This design comes from an exercise in tuning for small area, a short achievable clock period and few clock cycles per item on the open sky130 flow, not from production work.
Where RTL was checked, it was by simulation tests only, not by an equivalence proof against the original.
For runs 2 and 3, only the layout was checked, not whether the RTL still works.
No activity file was given, so power comes from the tool's default toggle rates.

==> design/flow/design.v <==
package i_cache_dm_pkg;
  localparam int DEF_DATA_WIDTH   = 32;
  localparam int DEF_ADDRESS_BITS = 32;
  localparam int DEF_INDEX_BITS   = 6;
  typedef enum logic [2:0] {
    IDLE      = 3'd0,
    FILL_REQ  = 3'd1,
    FILL_WAIT = 3'd2,
    RESPOND   = 3'd3,
    FLUSH     = 3'd4
  } state_t;
  function automatic integer tag_bits(input integer address_bits, input integer index_bits);
    tag_bits = address_bits - index_bits;
  endfunction
endpackage
module i_cache_dm_array #(
  parameter int DATA_WIDTH = 32,
  parameter int TAG_BITS   = 26,
  parameter int INDEX_BITS = 6
) (
  input  logic                  clock,
  input  logic                  reset,
  input  logic [INDEX_BITS-1:0] rd_index,
  output logic [DATA_WIDTH-1:0] rd_data,
  output logic [TAG_BITS-1:0]   rd_tag,
  output logic                  rd_valid,
  input  logic                  wr_en,
  input  logic [INDEX_BITS-1:0] wr_index,
  input  logic [DATA_WIDTH-1:0] wr_data,
  input  logic [TAG_BITS-1:0]   wr_tag,
  input  logic                  inv_en,
  input  logic [INDEX_BITS-1:0] inv_index
);
  localparam int LINES = 1 << INDEX_BITS;
  logic [DATA_WIDTH-1:0] data_mem [LINES];
  logic [TAG_BITS-1:0]   tag_mem  [LINES];
  logic [LINES-1:0]      valid_q;
  always_ff @(posedge clock) begin
    if (wr_en) begin
      data_mem[wr_index] <= wr_data;
      tag_mem[wr_index]  <= wr_tag;
    end
  end
  always_ff @(posedge clock or posedge reset) begin
    if (reset) begin
      valid_q <= '0;
    end else begin
      if (wr_en)  valid_q[wr_index]  <= 1'b1;
      if (inv_en) valid_q[inv_index] <= 1'b0;
    end
  end
  assign rd_data  = data_mem[rd_index];
  assign rd_tag   = tag_mem[rd_index];
  assign rd_valid = valid_q[rd_index];
endmodule
import i_cache_dm_pkg::*;
module i_cache_dm #(
  parameter int DATA_WIDTH      = i_cache_dm_pkg::DEF_DATA_WIDTH,
  parameter int ADDRESS_BITS    = i_cache_dm_pkg::DEF_ADDRESS_BITS,
  parameter int INDEX_BITS      = i_cache_dm_pkg::DEF_INDEX_BITS,
  parameter int SCAN_CYCLES_MIN = 0,
  parameter int SCAN_CYCLES_MAX = 1000
) (
  input  logic                    clock,
  input  logic                    reset,
  input  logic                    i_mem_read,
  input  logic [ADDRESS_BITS-1:0] i_mem_address_in,
  output logic [DATA_WIDTH-1:0]   i_mem_data_out,
  output logic [ADDRESS_BITS-1:0] i_mem_address_out,
  output logic                    i_mem_valid,
  output logic                    i_mem_ready,
  output logic                    mem_read,
  output logic [ADDRESS_BITS-1:0] mem_address_in,
  input  logic [DATA_WIDTH-1:0]   mem_data_out,
  input  logic [ADDRESS_BITS-1:0] mem_address_out,
  input  logic                    mem_valid,
  input  logic                    mem_ready,
  input  logic                    flush,
  input  logic                    scan
);
  localparam int TAG_BITS = i_cache_dm_pkg::tag_bits(ADDRESS_BITS, INDEX_BITS);
  i_cache_dm_pkg::state_t  state;
  logic [ADDRESS_BITS-1:0] req_addr;
  logic [INDEX_BITS-1:0]   flush_idx;
  logic                    flush_pending;
  logic [31:0]             cycle_count;
  logic [DATA_WIDTH-1:0]   rd_data;
  logic [TAG_BITS-1:0]     rd_tag;
  logic                    rd_valid;
  logic                    hit;
  logic                    accept;
  logic                    fill_match;
  logic                    flush_start;
  i_cache_dm_array #(
    .DATA_WIDTH (DATA_WIDTH),
    .TAG_BITS   (TAG_BITS),
    .INDEX_BITS (INDEX_BITS)
  ) u_array (
    .clock     (clock),
    .reset     (reset),
    .rd_index  (i_mem_address_in[INDEX_BITS-1:0]),
    .rd_data   (rd_data),
    .rd_tag    (rd_tag),
    .rd_valid  (rd_valid),
    .wr_en     (state == FILL_WAIT && fill_match),
    .wr_index  (req_addr[INDEX_BITS-1:0]),
    .wr_data   (mem_data_out),
    .wr_tag    (req_addr[ADDRESS_BITS-1:INDEX_BITS]),
    .inv_en    (state == FLUSH),
    .inv_index (flush_idx)
  );
  assign hit         = rd_valid && (rd_tag == i_mem_address_in[ADDRESS_BITS-1:INDEX_BITS]);
  assign i_mem_ready = !reset && (state == IDLE) && !flush;
  assign accept      = i_mem_read && i_mem_ready;
  assign fill_match  = mem_valid && (mem_address_out == req_addr);
  assign flush_start = (state == IDLE && flush) ||
                       (state == RESPOND && (flush_pending || flush));
  always_ff @(posedge clock or posedge reset) begin
    if (reset) begin
      state             <= IDLE;
      req_addr          <= '0;
      flush_idx         <= '0;
      flush_pending     <= 1'b0;
      i_mem_valid       <= 1'b0;
      i_mem_data_out    <= '0;
      i_mem_address_out <= '0;
      mem_read          <= 1'b0;
      mem_address_in    <= '0;
    end else begin
      i_mem_valid <= 1'b0;
      case (state)
        IDLE: begin
          if (flush) begin
            state <= FLUSH;
          end else if (accept) begin
            if (hit) begin
              i_mem_valid       <= 1'b1;
              i_mem_data_out    <= rd_data;
              i_mem_address_out <= i_mem_address_in;
            end else begin
              req_addr       <= i_mem_address_in;
              mem_read       <= 1'b1;
              mem_address_in <= i_mem_address_in;
              state          <= FILL_REQ;
            end
          end
        end
        FILL_REQ: begin
          if (flush) flush_pending <= 1'b1;
          if (mem_ready) begin
            mem_read <= 1'b0;
            state    <= FILL_WAIT;
          end
        end
        FILL_WAIT: begin
          if (flush) flush_pending <= 1'b1;
          if (fill_match) begin
            i_mem_valid       <= 1'b1;
            i_mem_data_out    <= mem_data_out;
            i_mem_address_out <= req_addr;
            state             <= RESPOND;
          end
        end
        RESPOND: begin
          flush_pending <= 1'b0;
          state         <= (flush_pending || flush) ? FLUSH : IDLE;
        end
        FLUSH: begin
          flush_idx <= flush_idx + 1'b1;   
          if (flush_idx == '1) state <= IDLE;
        end
        default: state <= IDLE;
      endcase
    end
  end
  always_ff @(posedge clock or posedge reset) begin
    if (reset) cycle_count <= '0;
    else       cycle_count <= cycle_count + 32'd1;
  end
endmodule
==> design/flow/run.sh <==
#!/bin/bash
# synth_recipe.tcl (not shown) runs the flow's synth.tcl, then flattens the netlist and writes it again
# the make line also repeats each setting of config.mk as NAME=value (left out here)
make -C /OpenROAD-flow-scripts/flow DESIGN_CONFIG=/design/flow/config.mk WORK_HOME=/design/flow/orfs CLKGATE_MAP_FILE= SYNTH_SCRIPT=/design/flow/synth_recipe.tcl finish
==> design/flow/config.mk <==
export PLATFORM = sky130hd
export DESIGN_NAME = i_cache_dm
export DESIGN_NICKNAME = i_cache_dm
export VERILOG_FILES = /design/flow/design.v
export SDC_FILE = /design/flow/constraint.sdc
export NUM_CORES = 4
export LEC_CHECK = 0
export CAP_MARGIN = 20
export CORE_MARGIN = 2
export CORE_UTILIZATION = 40
export SLEW_MARGIN = 20
==> design/flow/constraint.sdc <==
create_clock -name core_clock -period 5.0 [get_ports {clock}]
set_input_delay 1.0000 -clock core_clock [delete_from_list [all_inputs] [get_ports {clock}]]
set_output_delay 1.0000 -clock core_clock [all_outputs]
set_load 0.01 [all_outputs]
==> summary.txt, run 1 <==
most numerous cell in the Yosys netlist -> sky130_fd_sc_hd__edfxtp_1
final net count -> 8172
largest stage delay on the critical path -> 0.55 ns
Slew HR -> 20.96%
launching element type of the critical path -> primary input
DRC marker count from the first detailed-route iteration -> 10750
sequential share of the synthesized area -> 76.76%
Tmin final -> 4.713 ns
setup TNS -> 0 ns
clock network latency to the later pin of the worst-skew pair -> 0.97 ns
FF+latch count, synth -> 3884
cell seen most often among critical-path stages -> sky130_fd_sc_hd__buf_4
Avg Vias per Cell -> 5.931
io pins -> 202
critical path class -> in -> reg
number of routed nets with antenna violations -> 0
sinks on the clock net -> 3884
Syn Std Cell Area -> 150800 sq um
Final setup viols -> 0
grt total ovfl -> 0
nets in the synthesized netlist -> 7023
number of post-CTS setup repair buffers -> 0
Critical Path End Type -> flop
cell types occupying the most area after synthesis -> sky130_fd_sc_hd__edfxtp_1 (74%), sky130_fd_sc_hd__mux4_2 (14%), sky130_fd_sc_hd__dfrtp_1 (2.9%)
starting density of the core -> 40.16%
number of hold-repair buffers added at the cts stage -> 0
CP cell instances -> buf_16 > buf_12 > and2_1 > buf_4 > a221oi_1 > o21ai_0 > buf_4 > a211oi_1 > buf_4 > xor2_1 > nor4_1 > buf_4 > nand4_2 > o41ai_4 > buf_12 > buf_12 > mux2_2
Detailed Place HPWL -> 289400 um
number of enable-type register cells in the synthesized netlist -> 3712
synth unique cells -> 71
overall power consumption -> 75.07 mW
worst-path fanout max -> 25
slowest cell on the critical path -> sky130_fd_sc_hd__a211oi_1
Die ar. -> 382000 sq um
maximum number of pins on one net before global-route repair -> 144
Global Route Usage Sum -> 23.68%
total area of sequential cells -> 115800 sq um
Hold Fails Final Rpt -> 0
required arrival time at the worst endpoint -> 5.82 ns
floorplan die height -> 618.0 um
number of vias after detailed routing -> 79400
initial antenna violation count -> 21
family of cells with the greatest summed delay on the critical path -> buffers and inverters
async set-or-reset flop fraction in the synthesized netlist -> 4.428%
run status -> no timing/DRC/antenna violations
per-instance average area after synthesis -> 21.82 sq um
Port Buf Inserts -> 200
max-slew violation total from the final report -> 0
worst voltage drop across the vdd grid -> 0.0004093 V
CP arrival -> 5.53 ns
setup slack after placement -> -0.6600 ns
Max Fclk -> 0.2122 GHz
Root Buffer -> sky130_fd_sc_hd__clkbuf_16
number of maximum-capacitance constraint violations -> 0
Crit. Startpoint -> i_mem_address_in[0]
share of post-route cells with drive strength above 1 -> 32.28%
Num CTS Buffers -> 387
wire length after detailed routing -> 457800 um
cell taking the most area after synthesis -> sky130_fd_sc_hd__edfxtp_1
count of synthesis-stage warnings from yosys -> 2
Synth Flop Type -> sky130_fd_sc_hd__edfxtp_1
CTS H-tree lvls -> 5
Clock transition at path regs -> 0.06 ns
RSZ-0062 raised after global routing -> no
routed length per instance -> 34.20 um
leading cell types by count after synthesis -> sky130_fd_sc_hd__edfxtp_1 (3712), sky130_fd_sc_hd__mux4_2 (916), sky130_fd_sc_hd__mux2i_1 (378), sky130_fd_sc_hd__nand2_1 (194), sky130_fd_sc_hd__dfrtp_1 (172)
Worst Min Path Start -> flush_pending
worst-case clock skew -> 0.04864 ns
Placed Cells -> 12660
leakage power -> 59.92 nW
HP Class -> reg -> reg
actual transition at the worst max-transition pin -> 1.186 ns
Final GP Congestion -> 0.8750
CTS Buffer Depth -> 4
post-route DRC violation count -> 0
worst setup margin -> 0.2871 ns
final critical-path share of the clock period -> 94.26%
TritonRoute pass-1 iters -> 6
clock tree from TritonCTS -> done
Area growth, synth to finish -> 20.90%
fraction of synthesized cell area taken by the top area cell type -> 73.91%
post-cts repair resize count -> 0
via count of the first global-routing pass -> 79450
cells after synthesis -> 6911
source of the worst register-to-register timing path -> u_array.tag_mem[45][25]
Std-Cell Core Area -> 375500 sq um
final core utilization -> 48.55%
Std-Cell Rows -> 225
width of the chip -> 618.0 um
fill count -> 30240
Non-Filler Instances -> 13390
power density over the cells -> 411.7 nW/um^2
area taken by multi-input logic gates -> 33760 sq um
first-pass GRT wire length -> 634400 um
number of buffer and inverter instances along the worst setup path -> 8
registers in the layout, indices dropped and copies added (netlist names), 3 cells and up:
signal	count
mem_address_in	32
state	3
u_array.data_mem	2048
flush_idx	6
u_array.tag_mem	1664
i_mem_data_out	32
u_array.valid_q	64
i_mem_address_out	32
cell families after synthesis:
| group | count (synthesis) | share of synthesized area [%] |
|---|---|---|
| flops | 3884 | 76.76 |
| simple gates | 616 | 1.926 |
| compound gates | 499 | 2.218 |
| fa+ha+maj | 9 | 0.07467 |
| mux | 1429 | 17.39 |
| xor+xnor | 69 | 0.4007 |
| buf+inv | 405 | 1.222 |
power breakdown:
part / internal, mW / leakage [nW] / switching [mW]
clock: 16.9 / 6.19 / 12.4
sequential: 37.8 / 35.7 / 0.273
combinational: 2.16 / 18.0 / 5.45
total: 56.9 / 59.9 / 18.1
placed cells by master, fill, tap and decap left out, drive strengths merged, types with 139 or more instances in the layout:
master         instances
dfrtp                172
mux4                 921
nor2                 152
a22oi                139
edfxtp              3712
clkdlybuf4s50        162
mux2i                378
buf                  986
clkbuf               504
nand2                194
clkinv               143
path summary, 6_finish.rpt:
path | slack, ns | cells past startpoint | endpoint
min in group asynchronous | 0.75 | 2 | u_array.valid_q[55]
max in group asynchronous | 3.22 | 3 | mem_address_in[18]
max reg2reg | 0.76 | 14 | i_mem_data_out[18]
min | 0.50 | 1 | flush_pending
max | 0.29 | 17 | i_mem_data_out[18]
min reg2reg | 0.50 | 1 | flush_pending
stage by stage:
stage	cell area, sq um	hold slack (ns)
after detailed placement	169600	0.4889
after global routing	182300	0.4897
after global placement	169600	0.4645
after CTS	182300	0.4430
final	182300	0.5006
after floorplan	151000	0.4546
area by class of cell:
| cell class | count | area share [%] |
|---|---|---|
| sequential | 3884 | 63.51 |
| multi-input combinational | 2622 | 18.51 |
| timing repair buffer | 1149 | 7.561 |
| clock buffer | 503 | 5.760 |
| tap | 4994 | 3.427 |
| clock inverter | 209 | 1.175 |
| inverter | 16 | 0.03911 |
| antenna | 11 | 0.01510 |
layer usage:
metal	vias up	share of wire (%)	track usage [%]
met1	43110	40	33.19
li1	31470	-	-
met3	709	8.5	3.948
met2	4117	48	37.81
met4	4	3.7	7.946
met5	-	0.0059	0
Testbench counts, summed over its fixed seeds: cycles 49,629, fetches 20,000.
==> run 2: changes to the inputs <==
==> design/flow/design.v (replaced) <==
package i_cache_dm_pkg;
  localparam int DEF_DATA_WIDTH   = 32;
  localparam int DEF_ADDRESS_BITS = 32;
  localparam int DEF_INDEX_BITS   = 3;
endpackage
module i_cache_dm_array #(
  parameter int DATA_WIDTH = 32,
  parameter int TAG_BITS   = 28,
  parameter int INDEX_BITS = 4
) (
  input  logic                  clock,
  input  logic                  reset,
  input  logic [INDEX_BITS-1:0] rd_index,
  output logic [DATA_WIDTH-1:0] rd_data,
  output logic [TAG_BITS-1:0]   rd_tag,
  output logic                  rd_valid,
  input  logic                  wr_en,
  input  logic [INDEX_BITS-1:0] wr_index,
  input  logic [DATA_WIDTH-1:0] wr_data,
  input  logic [TAG_BITS-1:0]   wr_tag,
  input  logic                  inv_all
);
  localparam int LINES = 1 << INDEX_BITS;
  logic [DATA_WIDTH-1:0] data_mem [LINES];
  logic [TAG_BITS-1:0]   tag_mem  [LINES];
  logic [LINES-1:0]      valid_q;
  always_ff @(posedge clock) begin
    if (wr_en) begin
      data_mem[wr_index] <= wr_data;
      tag_mem[wr_index]  <= wr_tag;
    end
  end
  always_ff @(posedge clock or posedge reset) begin
    if (reset) begin
      valid_q <= '0;
    end else if (inv_all) begin
      valid_q <= '0;
    end else if (wr_en) begin
      valid_q[wr_index] <= 1'b1;
    end
  end
  assign rd_data  = data_mem[rd_index];
  assign rd_tag   = tag_mem[rd_index];
  assign rd_valid = valid_q[rd_index];
endmodule
import i_cache_dm_pkg::*;
module i_cache_dm #(
  parameter int DATA_WIDTH      = i_cache_dm_pkg::DEF_DATA_WIDTH,
  parameter int ADDRESS_BITS    = i_cache_dm_pkg::DEF_ADDRESS_BITS,
  parameter int INDEX_BITS      = i_cache_dm_pkg::DEF_INDEX_BITS,
  parameter int SCAN_CYCLES_MIN = 0,
  parameter int SCAN_CYCLES_MAX = 1000
) (
  input  logic                    clock,
  input  logic                    reset,
  input  logic                    i_mem_read,
  input  logic [ADDRESS_BITS-1:0] i_mem_address_in,
  output logic [DATA_WIDTH-1:0]   i_mem_data_out,
  output logic [ADDRESS_BITS-1:0] i_mem_address_out,
  output logic                    i_mem_valid,
  output logic                    i_mem_ready,
  output logic                    mem_read,
  output logic [ADDRESS_BITS-1:0] mem_address_in,
  input  logic [DATA_WIDTH-1:0]   mem_data_out,
  input  logic [ADDRESS_BITS-1:0] mem_address_out,
  input  logic                    mem_valid,
  input  logic                    mem_ready,
  input  logic                    flush,
  input  logic                    scan
);
  localparam int TAG_BITS = ADDRESS_BITS - INDEX_BITS;
  localparam int CNT_BITS = 4;
  logic [DATA_WIDTH-1:0]   rd_data;
  logic [TAG_BITS-1:0]     rd_tag;
  logic                    rd_valid;
  logic                    hit;
  logic                    idle;        
  logic                    full;        
  logic                    issue;       
  logic                    hit_accept;
  logic [CNT_BITS-1:0]     inflight;    
  logic                    no_fill;     
  i_cache_dm_array #(
    .DATA_WIDTH (DATA_WIDTH),
    .TAG_BITS   (TAG_BITS),
    .INDEX_BITS (INDEX_BITS)
  ) u_array (
    .clock     (clock),
    .reset     (reset),
    .rd_index  (i_mem_address_in[INDEX_BITS-1:0]),
    .rd_data   (rd_data),
    .rd_tag    (rd_tag),
    .rd_valid  (rd_valid),
    .wr_en     (mem_valid && !no_fill && !flush),
    .wr_index  (mem_address_out[INDEX_BITS-1:0]),
    .wr_data   (mem_data_out),
    .wr_tag    (mem_address_out[ADDRESS_BITS-1:INDEX_BITS]),
    .inv_all   (flush)
  );
  assign idle  = (inflight == '0);
  assign full  = (inflight == '1);
  assign hit   = rd_valid &&
                 (rd_tag == i_mem_address_in[ADDRESS_BITS-1:INDEX_BITS]);
  assign i_mem_ready    = hit ? idle : (mem_ready && !full);
  assign mem_read       = i_mem_read && !hit && !full && !reset;
  assign mem_address_in = i_mem_address_in;
  assign issue          = mem_read && mem_ready;
  assign hit_accept     = i_mem_read && hit && idle && !reset;
  assign i_mem_valid       = hit_accept || mem_valid;
  assign i_mem_data_out    = hit_accept ? rd_data : mem_data_out;
  assign i_mem_address_out = hit_accept ? i_mem_address_in : mem_address_out;
  always_ff @(posedge clock or posedge reset) begin
    if (reset) begin
      inflight  <= '0;
      no_fill   <= 1'b0;
    end else begin
      inflight <= inflight + CNT_BITS'(issue) - CNT_BITS'(mem_valid);
      if (flush)
        no_fill <= 1'b1;
      else if (inflight + CNT_BITS'(issue) - CNT_BITS'(mem_valid) == '0)
        no_fill <= 1'b0;
    end
  end
endmodule
==> summary.txt, run 2 <==
run status -> failed layout checks
Layout Check Failures -> negative setup slack
fill count -> 4238
required arrival time at the worst endpoint -> 4.00 ns
nets in the synthesized netlist -> 1111
Max Fclk -> 0.1855 GHz
flip-flop count of the largest register, all copies and words added -> 256
Post-Route Hold Slack -> 0.5063 ns
Critical Path End Type -> output port
largest stage delay on the critical path -> 0.58 ns
Syn Std Cell Area -> 20760 sq um
leakage power -> 8.933 nW
grt total ovfl -> 0
register name with the most flops -> u_array.data_mem
Num CTS Buffers -> 53
CTS Buffer Depth -> 3
routed length per instance -> 23.13 um
Std-Cell Rows -> 83
final critical-path share of the clock period -> 107.8%
FF+latch count, synth -> 501
wire length after detailed routing -> 46060 um
io pins -> 202
CTS H-tree lvls -> 2
count of synthesis-stage warnings from yosys -> 2
worst-path fanout max -> 16
cell taking the most area after synthesis -> sky130_fd_sc_hd__edfxtp_1
Area growth, synth to finish -> 24.07%
per-instance average area after synthesis -> 20.82 sq um
number of enable-type register cells in the synthesized netlist -> 488
area taken by multi-input logic gates -> 5328 sq um
number of vias after detailed routing -> 10410
critical path class -> in -> out
launching element type of the critical path -> primary input
overall power consumption -> 9.145 mW
HP Class -> reg -> reg
final net count -> 1385
TritonRoute pass-1 iters -> 5
path depth of the worst reg2reg path -> 15
most numerous cell in the Yosys netlist -> sky130_fd_sc_hd__edfxtp_1
sinks on the clock net -> 501
final core utilization -> 50.20%
number of buffer and inverter instances along the worst setup path -> 4
worst voltage drop across the vdd grid -> 0.0002174 V
Placed Cells -> 1883
slowest cell on the critical path -> sky130_fd_sc_hd__or4_4
Std-Cell Core Area -> 51300 sq um
post-route DRC violation count -> 0
DRC marker count from the first detailed-route iteration -> 685
family of cells with the greatest summed delay on the critical path -> simple AND/OR/NAND/NOR gates
clock tree from TritonCTS -> done
number of inserted diodes -> 0
endpoint of the worst-slack reg-to-reg timing path -> no_fill
synth unique cells -> 39
Final setup viols -> 64
cell types occupying the most area after synthesis -> sky130_fd_sc_hd__edfxtp_1 (71%), sky130_fd_sc_hd__mux4_2 (11%), sky130_fd_sc_hd__mux2_4 (3.5%)
number of maximum-capacitance constraint violations -> 0
Port Buf Inserts -> 200
async set-or-reset flop fraction in the synthesized netlist -> 2.595%
maximum number of pins on one net before global-route repair -> 62
Worst Min Path Start -> u_array.valid_q[6]
Root Buffer -> sky130_fd_sc_hd__clkbuf_16
share of post-route cells with drive strength above 1 -> 32.57%
max-slew violation total from the final report -> 0
post-placement cell area -> 23930 sq um
Die ar. -> 53740 sq um
top library cells by usage in the layout, fill and taps aside -> sky130_fd_sc_hd__edfxtp_1 (488), sky130_fd_sc_hd__clkdlybuf4s50_1 (146), sky130_fd_sc_hd__mux4_2 (100)
initial antenna violation count -> 3
RSZ-0062 raised after global routing -> yes
source of the worst register-to-register timing path -> u_array.tag_mem[7][12]
fraction of synthesized cell area taken by the top area cell type -> 70.59%
leading cell types by count after synthesis -> sky130_fd_sc_hd__edfxtp_1 (488), sky130_fd_sc_hd__mux4_2 (100), sky130_fd_sc_hd__mux2i_1 (65), sky130_fd_sc_hd__mux2_4 (49), sky130_fd_sc_hd__mux2_2 (47)
cells after synthesis -> 997
Final GP Congestion -> 0.7307
number of routed nets with antenna violations -> 0
clock network latency to the later pin of the worst-skew pair -> 0.58 ns
sequential share of the synthesized area -> 72.16%
floorplan die height -> 231.8 um
Avg Vias per Cell -> 5.227
internal reg-to-reg setup slack -> 1.05 ns
endpoint of the worst hold path -> u_array.valid_q[6]
Hold Fails Final Rpt -> 0
Non-Filler Instances -> 1991
Tmin final -> 5.392 ns
commonest non-fill, non-tap cell in the layout -> sky130_fd_sc_hd__edfxtp_1
Global Route Usage Sum -> 17.23%
starting density of the core -> 40.46%
Synth Flop Type -> sky130_fd_sc_hd__edfxtp_1
actual transition at the worst max-transition pin -> 0.8856 ns
registers with the most flip-flops -> u_array.data_mem (256), u_array.tag_mem (232), u_array.valid_q (8)
Crit. Startpoint -> i_mem_address_in[0]
final non-filler cell area -> 25750 sq um
worst hold stages -> 1
Clock transition at path regs -> 0.06 ns
CP arrival -> 4.39 ns
worst-case clock skew -> 0.007627 ns
width of the chip -> 231.8 um
power density over the cells -> 355.1 nW/um^2
worst setup margin -> -0.3917 ns
CP cell instances -> clkbuf_16 > buf_12 > mux4_2 > mux2i_2 > xor2_1 > o211ai_1 > or4_1 > or4_4 > buf_8 > mux2_4 > clkdlybuf4s50_1
first-pass GRT wire length -> 68610 um
Slew HR -> 40.96%
path length in cells of the critical path -> 11
via count of the first global-routing pass -> 11010
total area of sequential cells -> 14980 sq um
Detailed Place HPWL -> 26100 um
==> run 2: cell count changes after synthesis, moves of 51 or more <==
cell	change
sky130_fd_sc_hd__edfxtp_1	-3224
sky130_fd_sc_hd__mux4_2	-816
sky130_fd_sc_hd__mux2i_1	-313
sky130_fd_sc_hd__nand2_1	-185
sky130_fd_sc_hd__dfrtp_1	-159
sky130_fd_sc_hd__clkbuf_1	-158
sky130_fd_sc_hd__nor2_1	-138
sky130_fd_sc_hd__a22oi_1	-119
sky130_fd_sc_hd__a21oi_1	-95
sky130_fd_sc_hd__buf_1	-88
sky130_fd_sc_hd__nand3_1	-76
sky130_fd_sc_hd__a31oi_1	-70
sky130_fd_sc_hd__buf_2	-70
sky130_fd_sc_hd__o22ai_1	-51
==> run 2: layout make-up <==
| class | instances | share of cell area, % |
|---|---|---|
| clock buffer | 68 | 5.533 |
| clock inverter | 27 | 0.7870 |
| inverter | 11 | 0.1603 |
| multi-input combinational | 409 | 20.69 |
| sequential | 501 | 58.16 |
| tap | 680 | 3.304 |
| timing repair buffer | 295 | 11.37 |
==> run 2: cells by family after synthesis <==
kind of cell    synth area share (%)
flops                          72.16
mux                            20.08
buf+inv                        2.634
simple gates                   1.567
compound gates                 1.893
xor+xnor                      0.9704
fa+ha+maj                     0.6992
==> run 2: power breakdown <==
part / switching [mW] / internal [mW] / total, mW
sequential: 0.0183 / 4.66 / 4.68
combinational: 0.366 / 0.400 / 0.766
clock: 1.55 / 2.15 / 3.70
==> run 2: layer usage <==
metal,global-route usage (%),vias up,wire length [um]
met2,29.94,273,23270
met1,22.13,5431,19400
met4,4.307,6,756
met3,3.475,62,2594
li1,-,4635,-
met5,0,-,40
==> run 2: worst max-delay path by stage <==
stage,end,slack (ns)
floorplan,i_mem_data_out[0],0.28
detailed placement,i_mem_data_out[29],-0.67
CTS,i_mem_data_out[2],-0.43
global route,i_mem_data_out[26],-0.52
finish,i_mem_address_out[1],-0.39
global placement,i_mem_address_out[1],-0.65
==> run 2: stage by stage <==
| stage | setup TNS (ns) | setup slack (ns) |
|---|---|---|
| after floorplan | 0 | 0.2842 |
| after global placement | -40.12 | -0.6460 |
| after detailed placement | -40.87 | -0.6667 |
| after CTS | -17.87 | -0.4309 |
| after global routing | -20.42 | -0.5242 |
| final | -12.06 | -0.3917 |
==> run 2: repair_timing <==
action	CTS	global route
cloned	2	1
pin swaps	3	0
setup buffers	7	4
hold buffers	0	0
gates resized for setup	123	84
setup endpoints to repair	67	65
==> run 3: changes to the inputs <==
--- a/design/flow/design.v
+++ b/design/flow/design.v
@@ -3,3 +3,3 @@
   localparam int DEF_ADDRESS_BITS = 32;
-  localparam int DEF_INDEX_BITS   = 3;
+  localparam int DEF_INDEX_BITS   = 2;
 endpackage
==> summary.txt, run 3 <==
run status -> failed layout checks
Layout Check Failures -> negative setup slack
max-slew violation total from the final report -> 0
fraction of the mapped netlist area in adder cells -> 0.8468%
initial antenna violation count -> 0
Area growth, synth to finish -> 31.55%
sinks on the clock net -> 257
CP arrival -> 4.17 ns
cell types occupying the most area after synthesis -> sky130_fd_sc_hd__edfxtp_1 (66%), sky130_fd_sc_hd__mux4_2 (12%), sky130_fd_sc_hd__mux2_4 (6.6%)
RSZ-0062 raised after global routing -> yes
register name with the most flops -> u_array.data_mem
largest stage delay on the critical path -> 0.61 ns
power density over the cells -> 342.2 nW/um^2
maximum number of pins on one net before global-route repair -> 64
Slew HR -> 29.14%
routed length per instance -> 20.33 um
count of synthesis-stage warnings from yosys -> 2
Post-Route Hold Slack -> 0.4990 ns
Num CTS Buffers -> 26
Std-Cell Core Area -> 27710 sq um
share of post-route cells with drive strength above 1 -> 28.89%
cells after synthesis -> 559
actual transition at the worst max-transition pin -> 1.063 ns
synth unique cells -> 43
setup TNS -> -6.042 ns
main combinational cell family by area after synthesis -> multiplexers
critical path class -> in -> out
grt total ovfl -> 0
worst-case clock skew -> 0.006190 ns
share of cell area taken by muxes after synthesis -> 21.38%
cell taking the most area after synthesis -> sky130_fd_sc_hd__edfxtp_1
async set-or-reset flop fraction in the synthesized netlist -> 3.502%
width of the chip -> 171.6 um
Root Buffer -> sky130_fd_sc_hd__clkbuf_16
CTS Buffer Depth -> 3
floorplan die height -> 171.6 um
Port Buf Inserts -> 200
leading cell types by count after synthesis -> sky130_fd_sc_hd__edfxtp_1 (248), sky130_fd_sc_hd__mux4_2 (58), sky130_fd_sc_hd__mux2_4 (49), sky130_fd_sc_hd__buf_4 (32), sky130_fd_sc_hd__mux2i_1 (19)
DRC marker count from the first detailed-route iteration -> 338
Critical Path End Type -> output port
flip-flop count of the largest register, all copies and words added -> 128
via count of the first global-routing pass -> 6573
total internal power -> 3.978 mW
per-instance average area after synthesis -> 20.09 sq um
Clock transition at path regs -> 0.06 ns
Syn Std Cell Area -> 11230 sq um
post-synthesis xor/xnor area fraction -> 2.262%
starting density of the core -> 40.53%
top library cells by usage in the layout, fill and taps aside -> sky130_fd_sc_hd__edfxtp_1 (248), sky130_fd_sc_hd__clkdlybuf4s50_1 (172), sky130_fd_sc_hd__mux4_2 (58)
fraction of synthesized cell area taken by the top area cell type -> 66.32%
TritonRoute pass-1 iters -> 4
slowest cell on the critical path -> sky130_fd_sc_hd__or4b_4
commonest non-fill, non-tap cell in the layout -> sky130_fd_sc_hd__edfxtp_1
fraction of the mapped netlist area in simple logic gates -> 1.883%
Avg Vias per Cell -> 5.042
wire length after detailed routing -> 24020 um
post-route DRC violation count -> 0
number of enable-type register cells in the synthesized netlist -> 248
switching component of the power -> 1.077 mW
Max Fclk -> 0.1935 GHz
number of inserted diodes -> 0
portion of total power attributed to the clock network -> 40.2%
Final GP Congestion -> 0.7771
Logic pwr share -> 11.5%
most numerous cell in the Yosys netlist -> sky130_fd_sc_hd__edfxtp_1
Synth Flop Type -> sky130_fd_sc_hd__edfxtp_1
number of hold-repair buffers added at the cts stage -> 0
number of maximum-capacitance constraint violations -> 0
sequential share of the synthesized area -> 68.32%
worst setup margin -> -0.1668 ns
registers with the most flip-flops -> u_array.data_mem (128), u_array.tag_mem (120)
nets in the synthesized netlist -> 669
switching share of total power -> 21.30%
Std-Cell Rows -> 61
FF+latch count, synth -> 257
HP Class -> reg -> reg
fill count -> 2210
worst voltage drop across the vdd grid -> 0.0002111 V
clock network latency to the later pin of the worst-skew pair -> 0.52 ns
Final setup viols -> 53
CP cell instances -> buf_16 > mux4_2 > xnor2_2 > nand4_1 > or4_4 > or4b_4 > buf_12 > mux2_4 > clkdlybuf4s50_1
number of routed nets with antenna violations -> 0
final net count -> 893
leakage power -> 5.290 nW
worst-path fanout max -> 33
required arrival time at the worst endpoint -> 4.00 ns
first-pass GRT wire length -> 36600 um
Global Route Usage Sum -> 16.26%
Tmin final -> 5.167 ns
Flop pwr share -> 48.3%
clock tree from TritonCTS -> done
number of vias after detailed routing -> 5955
io pins -> 202
area fraction in compound gates after synthesis -> 1.370%
final critical-path share of the clock period -> 103.3%
Die ar. -> 29430 sq um
Hold Fails Final Rpt -> 0
CTS H-tree lvls -> 1
Detailed Place HPWL -> 15250 um
launching element type of the critical path -> primary input
-- run 3: per-layer routing --
| metal | vias to the layer above | share of wire, % | global-route usage (%) |
|---|---|---|---|
| met3 | 32 | 3.6 | 2.071 |
| met5 | - | 0 | 0 |
| met2 | 142 | 52 | 28.92 |
| met4 | 0 | 2.0 | 4.274 |
| met1 | 3106 | 42 | 21.08 |
| li1 | 2675 | - | - |
-- run 3: cells by family after synthesis --
kind of cell | after synthesis
DFF | 257
buffers and inverters | 65
and+or+nand+nor | 40
AOI/OAI and AO/OA | 20
xor gates and xnor gates | 29
muxes | 141
adders and majority gates | 7
-- run 3: repair_timing --
item | 4_1_cts | 5_1_grt
gates resized for setup | 52 | 11
setup endpoints to repair | 67 | 67
hold endpoints to repair | 0 | 0
buffers inserted | 4 | 2
pin swaps | 1 | 4
-- run 3: power groups by stage --
stage | registers [mW] | clock network [mW] | logic (mW)
floorplan | 2.48 | 0 | 0.302
global placement | 2.48 | 0 | 0.549
detailed placement | 2.49 | 0 | 0.578
CTS | 2.44 | 2.08 | 0.586
global route | 2.45 | 2.16 | 0.633
finish | 2.44 | 2.03 | 0.583
-- run 3: critical path: cells and delay by family --
| family | cells | cell delay (ns) |
|---|---|---|
| and+or+nand+nor | 3 | 1.23 |
| buffers and inverters | 3 | 0.82 |
| muxes | 2 | 0.88 |
| xor gates and xnor gates | 1 | 0.18 |
-- run 3: layout make-up --
| cell class | instances | area, sq um | area share (%) |
|---|---|---|---|
| well taps | 378 | 473.0 | 3.201 |
| clock buffers | 30 | 686.9 | 4.650 |
| multi-input cells | 237 | 3203 | 21.68 |
| inverters | 9 | 33.78 | 0.2287 |
| clock inverters | 18 | 219.0 | 1.482 |
| flip-flops and latches | 257 | 7672 | 51.94 |
| repair buffers | 252 | 2485 | 16.82 |
-- run 3: metrics by stage --
stage	instance area, sq um	setup WS, ns	power [mW]	util [%]	cells
4_1_cts	14710	-0.1943	5.110	53.11	1179
5_1_grt	14770	-0.2408	5.241	53.32	1181
3_3_place_gp	13710	-0.5543	3.029	49.48	1127
3_5_place_dp	13710	-0.5453	3.065	49.48	1127
2_1_floorplan	11240	0.3951	2.782	-	559
6_report	14770	-0.1668	5.055	53.32	1181
-- run 3: final timing paths --
check                                        from  slack (ns)  cells after the start            endpoint
min in group asynchronous                   reset        0.79                      2  u_array.valid_q[1]
hold reg to reg                u_array.valid_q[2]        0.50                      1  u_array.valid_q[2]
max in group asynchronous                   reset        3.95                      2         inflight[1]
setup reg to reg           u_array.tag_mem[2][29]        1.02                     14             no_fill
hold / removal                 u_array.valid_q[2]        0.50                      1  u_array.valid_q[2]
setup / recovery              i_mem_address_in[0]       -0.17                      9  i_mem_data_out[27]
==> run 4: changes to the inputs <==
--- a/design/flow/design.v
+++ b/design/flow/design.v
@@ -109,4 +109,4 @@
   assign i_mem_valid       = hit_accept || mem_valid;
-  assign i_mem_data_out    = hit_accept ? rd_data : mem_data_out;
-  assign i_mem_address_out = hit_accept ? i_mem_address_in : mem_address_out;
+  assign i_mem_data_out    = idle ? rd_data : mem_data_out;
+  assign i_mem_address_out = idle ? i_mem_address_in : mem_address_out;
   always_ff @(posedge clock or posedge reset) begin
==> summary.txt, run 4 <==
Slew HR -> 33.33%
final core utilization -> 51.86%
launching element type of the critical path -> primary input
fraction of the mapped netlist area in adder cells -> 0.8756%
top library cells by usage in the layout, fill and taps aside -> sky130_fd_sc_hd__edfxtp_1 (248), sky130_fd_sc_hd__clkdlybuf4s50_1 (198), sky130_fd_sc_hd__mux2_2 (64)
Logic pwr share -> 16.8%
critical path class -> in -> out
post-cts repair resize count -> 0
async set-or-reset flop fraction in the synthesized netlist -> 3.502%
RSZ-0062 raised after global routing -> no
clock network latency to the later pin of the worst-skew pair -> 0.52 ns
setup TNS -> 0 ns
worst-case clock skew -> 0.008066 ns
total internal power -> 3.960 mW
wire length after detailed routing -> 21550 um
Detailed Place HPWL -> 13320 um
DRC marker count from the first detailed-route iteration -> 275
FF+latch count, synth -> 257
Global Route Usage Sum -> 15.04%
number of hold-repair buffers added at the cts stage -> 0
Area growth, synth to finish -> 27.97%
register name with the most flops -> u_array.data_mem
cell types occupying the most area after synthesis -> sky130_fd_sc_hd__edfxtp_1 (69%), sky130_fd_sc_hd__mux4_2 (11%), sky130_fd_sc_hd__mux2_2 (6.6%)
setup slack after placement -> 0.1993 ns
Worst Min Path Start -> u_array.valid_q[0]
synth unique cells -> 38
worst voltage drop across the vdd grid -> 0.0002132 V
grt total ovfl -> 0
registers with the most flip-flops -> u_array.data_mem (128), u_array.tag_mem (120)
Port Buf Inserts -> 200
Root Buffer -> sky130_fd_sc_hd__clkbuf_16
Die ar. -> 28490 sq um
per-instance average area after synthesis -> 20.61 sq um
nets in the synthesized netlist -> 637
CP arrival -> 3.72 ns
Syn Std Cell Area -> 10860 sq um
Synth Flop Type -> sky130_fd_sc_hd__edfxtp_1
clock tree from TritonCTS -> done
io pins -> 202
internal reg-to-reg setup slack -> 1.63 ns
final net count -> 825
share of cell area taken by muxes after synthesis -> 20.01%
run status -> no timing/DRC/antenna violations
Tmin final -> 4.724 ns
endpoint of the worst hold path -> u_array.valid_q[0]
max-slew violation total from the final report -> 0
count of synthesis-stage warnings from yosys -> 2
sinks on the clock net -> 257
HP Class -> reg -> reg
number of routed nets with antenna violations -> 0
post-synthesis xor/xnor area fraction -> 2.661%
share of post-route cells with drive strength above 1 -> 23.84%
Final setup viols -> 0
endpoint of the worst-slack reg-to-reg timing path -> no_fill
Final GP Congestion -> 0.7028
width of the chip -> 168.8 um
maximum number of pins on one net before global-route repair -> 67
Critical Path End Type -> output port
Std-Cell Rows -> 60
via count of the first global-routing pass -> 5913
Flop pwr share -> 47.7%
worst setup margin -> 0.2765 ns
flip-flop count of the largest register, all copies and words added -> 128
Avg Vias per Cell -> 5.127
required arrival time at the worst endpoint -> 4.00 ns
switching component of the power -> 1.154 mW
source of the worst register-to-register timing path -> u_array.tag_mem[1][25]
routed length per instance -> 20.03 um
post-route DRC violation count -> 0
final critical-path share of the clock period -> 94.47%
number of post-CTS setup repair buffers -> 0
area fraction in compound gates after synthesis -> 0.6567%
Num CTS Buffers -> 26
cell taking the most area after synthesis -> sky130_fd_sc_hd__edfxtp_1
Max Fclk -> 0.2117 GHz
number of enable-type register cells in the synthesized netlist -> 248
floorplan die height -> 168.8 um
TritonRoute pass-1 iters -> 4
fraction of synthesized cell area taken by the top area cell type -> 68.57%
leakage power -> 4.568 nW
Clock transition at path regs -> 0.06 ns
worst-path fanout max -> 16
worst hold stages -> 1
first-pass GRT wire length -> 33130 um
CTS H-tree lvls -> 1
power density over the cells -> 367.9 nW/um^2
starting density of the core -> 40.52%
initial antenna violation count -> 1
path depth of the worst reg2reg path -> 10
main combinational cell family by area after synthesis -> multiplexers
Hold Fails Final Rpt -> 0
actual transition at the worst max-transition pin -> 1.000 ns
most numerous cell in the Yosys netlist -> sky130_fd_sc_hd__edfxtp_1
portion of total power attributed to the clock network -> 35.5%
leading cell types by count after synthesis -> sky130_fd_sc_hd__edfxtp_1 (248), sky130_fd_sc_hd__mux2_2 (64), sky130_fd_sc_hd__mux4_2 (52), sky130_fd_sc_hd__buf_4 (32), sky130_fd_sc_hd__xnor2_1 (22)
number of maximum-capacitance constraint violations -> 0
commonest non-fill, non-tap cell in the layout -> sky130_fd_sc_hd__edfxtp_1
switching share of total power -> 22.56%
Std-Cell Core Area -> 26800 sq um
sequential share of the synthesized area -> 70.65%
cells after synthesis -> 527
fraction of the mapped netlist area in simple logic gates -> 1.567%
CTS Buffer Depth -> 3
number of vias after detailed routing -> 5517
run 4: worst max-delay path: stages:
cell,delay (ns)
sky130_fd_sc_hd__buf_4,0.23
sky130_fd_sc_hd__buf_12,0.22
sky130_fd_sc_hd__mux4_2,0.52
sky130_fd_sc_hd__xor2_1,0.15
sky130_fd_sc_hd__nor4_1,0.36
sky130_fd_sc_hd__buf_4,0.19
sky130_fd_sc_hd__nand4_2,0.16
sky130_fd_sc_hd__mux2_4,0.35
sky130_fd_sc_hd__clkdlybuf4s50_1,0.51
run 4: how the worst max path moves through the flow:
stage	from	endpoint
2_1_floorplan	flush	u_array.data_mem[1][0]
3_3_place_gp	i_mem_address_in[0]	i_mem_valid
3_5_place_dp	i_mem_address_in[0]	i_mem_valid
4_1_cts	i_mem_address_in[0]	i_mem_valid
5_1_grt	i_mem_address_in[0]	i_mem_valid
6_report	i_mem_address_in[0]	i_mem_ready
run 4: routing by layer:
layer / vias up / share of wire, % / track usage [%]
met4: 0 / 1.4 / 3.373
met1: 2827 / 43 / 19.23
met5: - / 0 / 0
met3: 30 / 6.3 / 3.718
li1: 2497 / - / -
met2: 163 / 49 / 26.07
run 4: area by class of cell:
cell class,count,area [sq um]
antenna,1,2.502
clock buffer,36,719.4
clock inverter,11,85.08
fill,2144,12900
inverter,9,33.78
multi-input combinational,208,2839
sequential,257,7672
tap,341,426.7
timing repair buffer,213,2120
run 4: stage by stage:
step	cell area [sq um]	cells	hold WS (ns)	total power, mW
6_report	13900	1076	0.4859	5.114
5_1_grt	13900	1076	0.5039	5.321
4_1_cts	13900	1075	0.4841	5.183
3_5_place_dp	13090	1028	0.4697	3.354
3_3_place_gp	13090	1028	0.4602	3.323
2_1_floorplan	10870	527	0.4491	2.942
run 4: kinds of logic after synthesis:
group                    Yosys count
flip-flops                       257
buffers and inverters             62
multiplexers                     129
XOR/XNOR                          33
AO/OA/AOI/OAI                     10
AND/OR/NAND/NOR                   29
adder cells (fa/ha/maj)            7
run 4: power by group through the flow:
stage	sequential, mW	combinational (mW)	clock, mW
2_1_floorplan	2.48	0.465	0
3_3_place_gp	2.48	0.846	0
3_5_place_dp	2.48	0.870	0
4_1_cts	2.44	0.876	1.87
5_1_grt	2.44	0.925	1.95
6_report	2.44	0.860	1.82
Testbench counts of run 4, summed over its fixed seeds: cycles 25,896, fetches 20,000.

separate check: timing with driven ports:
In the flow no input, the clock included, has a driving cell. The finished layouts below were timed again as built, in two steps.
Step 1, drivers: a clkbuf_16 drives clock and a buf_2 each remaining input, both assumed.
Step 2 times the ports against the registers' clock, not the clock port: input delays grow and output delays shrink by t, the midpoint of the rising clock arrivals with the driver on.
Slacks: no drivers / after step 1 / after step 2; pairs: no drivers / after step 1.
run | t (ns) | setup slack, ns | hold slack, ns | clock arrival spread, ns | worst slew at a driven data input, ns
run 1 | 1.042 | 0.287 / 0.322 / -0.720 | 0.501 / 0.444 / 0.501 | 0.051 / 0.051 | 0.19
run 2 | 0.631 | -0.392 / -0.553 / -0.553 | 0.506 / 0.506 / 0.506 | 0.013 / 0.013 | 0.15
run 3 | 0.557 | -0.167 / -0.254 / -0.254 | 0.499 / 0.499 / 0.499 | 0.010 / 0.011 | 0.08
run 4 | 0.553 | 0.276 / 0.249 / 0.249 | 0.486 / 0.486 / 0.486 | 0.010 / 0.010 | 0.07
Met with ideal ports but missed after step 2: setup timing in run 1. For run 1, which loses most, drivers alone change the setup slack by +0.035 ns; drivers and shift together by -1.007 ns.
